Context: an optimization exercise on an open-source flow, tuned for small area and few clock cycles per item. The choices shown serve that exercise and are no tape-out recipe.
No activity file was given, so power comes from the tool's default toggle rates.

==> flow/design.v <==
package grr_pkg;
    localparam int CFG_W = 5;
    localparam int DATA_W = 32;
    typedef struct packed {
        logic bank;    
        logic rev;     
        logic fin;     
    } grp_flags_t;
endpackage
module grr_sel8 (
    input  logic [7:0] sel,
    input  logic [7:0] d,
    output logic       y
);
    assign y = |(sel & d);
endmodule
module grr_or2 (
    input  logic a,
    input  logic b,
    output logic y
);
    assign y = a || b;
endmodule
module grr_dec16 (
    input  logic [3:0]  x,
    input  logic        en,
    output logic [15:0] y
);
    logic [3:0] lo_n;
    logic [3:0] hi_n;
    grr_pre4 u_lo (.x (x[1:0]), .en (en),   .y_n (lo_n));
    grr_pre4 u_hi (.x (x[3:2]), .en (1'b1), .y_n (hi_n));
    for (genvar i = 0; i < 16; i++)
    begin : g_out
        grr_nor2 u_nor (.a (lo_n[i % 4]), .b (hi_n[i / 4]), .y (y[i]));
    end
endmodule
module grr_pre4 (
    input  logic [1:0] x,
    input  logic       en,
    output logic [3:0] y_n
);
    always_comb
    begin
        for (int k = 0; k < 4; k++)
        begin
            y_n[k] = !(en && (x == 2'(k)));
        end
    end
endmodule
module grr_nor2 (
    input  logic a,
    input  logic b,
    output logic y
);
    assign y = !(a || b);
endmodule
module group_reversal_reorder #(
    parameter int MAX_GROUP = 16
) (
    input  logic                       clk,
    input  logic                       rst_n,
    input  logic                       cfg_we,
    input  logic [grr_pkg::CFG_W-1:0]  cfg_wdata,
    input  logic                       in_valid,
    output logic                       in_stall,
    input  logic signed [31:0]         value,
    input  logic                       last,
    output logic                       out_valid,
    input  logic                       out_stall,
    output logic signed [31:0]         value_res,
    output logic                       run_last,
    output logic                       stream_end
);
    localparam int AW = $clog2(MAX_GROUP);
    logic [grr_pkg::DATA_W-1:0] mem [MAX_GROUP];
    logic [AW-1:0]  szm1_reg;
    logic [AW-1:0]  szm1_new;
    logic [AW-1:0]  wpos_reg;
    logic           wdir_reg;
    logic [AW-1:0]  wcnt_reg;       
    logic [AW-1:0]  wslot;
    logic           cvalid_reg;
    logic [AW-1:0]  rpos_reg;
    logic           rdir_reg;
    logic [AW-1:0]  rcnt_reg;       
    logic           rfin_reg;
    logic [AW-1:0]  rslot;
    logic           nvalid_reg;
    logic [AW-1:0]  npos_reg;
    logic           ndir_reg;
    logic [AW-1:0]  ncnt_reg;       
    logic           nfin_reg;
    logic           take;
    logic           rdone;
    logic           accept;
    logic           size_hit;
    logic           close;
    logic           flip;
    logic [AW-1:0]  cdist;
    logic [AW-1:0]  ndist;
    logic           cbusy;
    logic           nbusy;
    logic           q_block;
    logic [AW-1:0]  d_pos;
    logic           d_dir;
    assign wslot = wpos_reg ^ {AW{wdir_reg}};
    assign rslot = rpos_reg ^ {AW{rdir_reg}};
    assign take  = cvalid_reg && !out_stall;
    assign rdone = take && (rcnt_reg == '0);
    assign szm1_new = (cfg_wdata == '0) ? '0
                    : (cfg_wdata > grr_pkg::CFG_W'(MAX_GROUP)) ? AW'(MAX_GROUP - 1)
                    : AW'(cfg_wdata - grr_pkg::CFG_W'(1));
    assign size_hit = (wcnt_reg >= szm1_reg);
    assign close    = size_hit || last;
    assign flip = size_hit && (szm1_reg >= AW'(MAX_GROUP / 2));
    assign cdist = (wpos_reg ^ {AW{wdir_reg ^ rdir_reg}}) - rpos_reg;
    assign ndist = (wpos_reg ^ {AW{wdir_reg ^ ndir_reg}}) - npos_reg;
    assign cbusy = cvalid_reg && (cdist <= rcnt_reg) && !(take && (cdist == '0));
    assign nbusy = nvalid_reg && (ndist <= ncnt_reg);
    assign q_block  = close && nvalid_reg && !rdone;
    assign in_stall = cbusy || nbusy || q_block;
    assign accept   = in_valid && !in_stall;
    assign d_pos = size_hit ? ~wpos_reg : (wpos_reg - wcnt_reg);
    assign d_dir = size_hit ? !wdir_reg : wdir_reg;
    always_ff @(posedge clk or negedge rst_n)
    begin
        if (!rst_n)
        begin
            szm1_reg   <= '0;
            wpos_reg   <= '0;
            wdir_reg   <= 1'b0;
            wcnt_reg   <= '0;
            cvalid_reg <= 1'b0;
            nvalid_reg <= 1'b0;
        end
        else
        begin
            if (cfg_we)
            begin
                szm1_reg <= szm1_new;
            end
            if (!cvalid_reg || rdone)
            begin
                cvalid_reg <= nvalid_reg || (accept && close);
            end
            if (accept && close && (nvalid_reg || (cvalid_reg && !rdone)))
            begin
                nvalid_reg <= 1'b1;
            end
            else if (!cvalid_reg || rdone)
            begin
                nvalid_reg <= 1'b0;
            end
            if (accept)
            begin
                wcnt_reg <= close ? '0 : (wcnt_reg + AW'(1));
                if (close && flip)
                begin
                    wpos_reg <= ~wpos_reg;
                    wdir_reg <= !wdir_reg;
                end
                else
                begin
                    wpos_reg <= wpos_reg + AW'(1);
                end
            end
        end
    end
    always_ff @(posedge clk)
    begin
        if (!cvalid_reg || rdone)
        begin
            if (nvalid_reg)
            begin
                rpos_reg <= npos_reg;
                rdir_reg <= ndir_reg;
                rcnt_reg <= ncnt_reg;
                rfin_reg <= nfin_reg;
            end
            else
            begin
                rpos_reg <= d_pos;
                rdir_reg <= d_dir;
                rcnt_reg <= wcnt_reg;
                rfin_reg <= last;
            end
        end
        else if (take)
        begin
            rpos_reg <= rpos_reg + AW'(1);
            rcnt_reg <= rcnt_reg - AW'(1);
        end
        if (accept && close)
        begin
            npos_reg <= d_pos;
            ndir_reg <= d_dir;
            ncnt_reg <= wcnt_reg;
            nfin_reg <= last;
        end
    end
    localparam int HW = grr_pkg::DATA_W / 2;
    logic [MAX_GROUP-1:0] wsel_lo;
    logic [MAX_GROUP-1:0] wsel_hi;
    grr_dec16 u_wdec_lo (.x (wslot), .en (accept), .y (wsel_lo));
    grr_dec16 u_wdec_hi (.x (wslot), .en (accept), .y (wsel_hi));
    always_ff @(posedge clk)
    begin
        for (int i = 0; i < MAX_GROUP; i++)
        begin
            if (wsel_lo[i])
            begin
                mem[i][HW-1:0] <= value[HW-1:0];
            end
            if (wsel_hi[i])
            begin
                mem[i][grr_pkg::DATA_W-1:HW] <= value[grr_pkg::DATA_W-1:HW];
            end
        end
    end
    logic [MAX_GROUP-1:0] rsel_lo;
    logic [MAX_GROUP-1:0] rsel_hi;
    grr_dec16 u_rdec_lo (.x (rslot), .en (1'b1), .y (rsel_lo));
    grr_dec16 u_rdec_hi (.x (rslot), .en (1'b1), .y (rsel_hi));
    for (genvar b = 0; b < grr_pkg::DATA_W; b++)
    begin : g_rd
        logic [MAX_GROUP-1:0] col;
        logic [1:0]           half;
        for (genvar i = 0; i < MAX_GROUP; i++)
        begin : g_col
            assign col[i] = mem[i][b];
        end
        logic [MAX_GROUP-1:0] rsel;
        assign rsel = (b < HW) ? rsel_lo : rsel_hi;
        grr_sel8 u_lo (.sel (rsel[7:0]),  .d (col[7:0]),  .y (half[0]));
        grr_sel8 u_hi (.sel (rsel[15:8]), .d (col[15:8]), .y (half[1]));
        grr_or2  u_or (.a (half[0]), .b (half[1]), .y (value_res[b]));
    end
    assign out_valid  = cvalid_reg;
    assign run_last   = (rcnt_reg == '0);
    assign stream_end = (rcnt_reg == '0) && rfin_reg;
endmodule
Settings: LEC_CHECK=0, CAP_MARGIN=0, CORE_MARGIN=2, CORE_UTILIZATION=70, PLACE_DENSITY=0.8, SETUP_SLACK_MARGIN=0.1, SLEW_MARGIN=0, SYNTH_HIERARCHICAL=1, SYNTH_MINIMUM_KEEP_SIZE=0; clock period 5.0 ns.
standard.sh (not shown) runs the stock make flow with config.mk's settings and CLKGATE_MAP_FILE= SYNTH_SCRIPT=/design/flow/synth_recipe.tcl, a recipe that flattens the netlist after the stock synthesis.
==> flow/flow/run.sh <==
#!/bin/bash
# Layout flow: the standard ORFS flow (standard.sh, unchanged synthesis), with two
# changes passed as ORFS variables:
#  - port buffers use the smallest buffer cell (every input and output still gets one);
#  - clock tree synthesis uses large clock buffers over large sink clusters and no dummy loads.
# make's full output goes to flow_make.log; each ORFS step keeps its own log under orfs/logs/.
set -euo pipefail
export BUFFER_PORTS_ARGS="-buffer_cell sky130_fd_sc_hd__buf_1"
export CTS_ARGS="-sink_clustering_enable -repair_clock_nets -dont_use_dummy_load -buf_list sky130_fd_sc_hd__clkbuf_8 -sink_clustering_size 16 -sink_clustering_max_diameter 50"
bash standard.sh finish > flow_make.log 2>&1
The starting point finished with timing, DRC and antenna clean.
Change:
--- a/flow/design.v
+++ b/flow/design.v
@@ -196,45 +196,34 @@
             npos_reg <= d_pos;
             ndir_reg <= d_dir;
             ncnt_reg <= wcnt_reg;
             nfin_reg <= last;
         end
     end
-    localparam int HW = grr_pkg::DATA_W / 2;
-    logic [MAX_GROUP-1:0] wsel_lo;
-    logic [MAX_GROUP-1:0] wsel_hi;
-    grr_dec16 u_wdec_lo (.x (wslot), .en (accept), .y (wsel_lo));
-    grr_dec16 u_wdec_hi (.x (wslot), .en (accept), .y (wsel_hi));
+    logic [MAX_GROUP-1:0] wsel;
+    grr_dec16 u_wdec (.x (wslot), .en (accept), .y (wsel));
     always_ff @(posedge clk)
     begin
         for (int i = 0; i < MAX_GROUP; i++)
         begin
-            if (wsel_lo[i])
-            begin
-                mem[i][HW-1:0] <= value[HW-1:0];
-            end
-            if (wsel_hi[i])
-            begin
-                mem[i][grr_pkg::DATA_W-1:HW] <= value[grr_pkg::DATA_W-1:HW];
-            end
-        end
-    end
-    logic [MAX_GROUP-1:0] rsel_lo;
-    logic [MAX_GROUP-1:0] rsel_hi;
-    grr_dec16 u_rdec_lo (.x (rslot), .en (1'b1), .y (rsel_lo));
-    grr_dec16 u_rdec_hi (.x (rslot), .en (1'b1), .y (rsel_hi));
+            if (wsel[i])
+            begin
+                mem[i] <= value;
+            end
+        end
+    end
+    logic [MAX_GROUP-1:0] rsel;
+    grr_dec16 u_rdec (.x (rslot), .en (1'b1), .y (rsel));
     for (genvar b = 0; b < grr_pkg::DATA_W; b++)
     begin : g_rd
         logic [MAX_GROUP-1:0] col;
         logic [1:0]           half;
         for (genvar i = 0; i < MAX_GROUP; i++)
         begin : g_col
             assign col[i] = mem[i][b];
         end
-        logic [MAX_GROUP-1:0] rsel;
-        assign rsel = (b < HW) ? rsel_lo : rsel_hi;
         grr_sel8 u_lo (.sel (rsel[7:0]),  .d (col[7:0]),  .y (half[0]));
         grr_sel8 u_hi (.sel (rsel[15:8]), .d (col[15:8]), .y (half[1]));
         grr_or2  u_or (.a (half[0]), .b (half[1]), .y (value_res[b]));
     end
     assign out_valid  = cvalid_reg;
     assign run_last   = (rcnt_reg == '0);
Effect:
- worst setup slack gets better by 37 ps
- utilization rises by 0.31 points
- non-clock buffer count shrinks by 8
- register-to-register slack hardly moves
- synthesized cell count goes down by a few percent
- count of clock-buffer cells in the layout increases by 1
- sequential cell count is unchanged
- area after synthesis shrinks slightly
- combinational power stays flat
No functional check of the RTL was part of any run of this note.

re-timing with driven ports:
Ports are ideal in the flow. The routed layouts listed here were re-timed in OpenROAD. Step 1: set_driving_cell puts a clkbuf_16 on clk and a buf_2 on each other input, an assumption about the parent block. Step 2 times the ports against the registers' clock, not the clock port: input delays grow and output delays shrink by t, the midpoint of the rising clock arrivals with the driver on. a / b / c = ideal ports / drivers / drivers and shift; a / b = the first two.
run | t, ns | setup slack, ns | hold WS [ns] | latest minus earliest clock arrival (ns)
the first run | 0.609 | 0.236 / 0.188 / 0.640 | 0.518 / 0.514 / 0.518 | 0.086 / 0.086
the second run | 0.608 | 0.273 / 0.225 / 0.632 | 0.523 / 0.500 / 0.531 | 0.061 / 0.060
After both steps setup and hold are still met in every run listed.
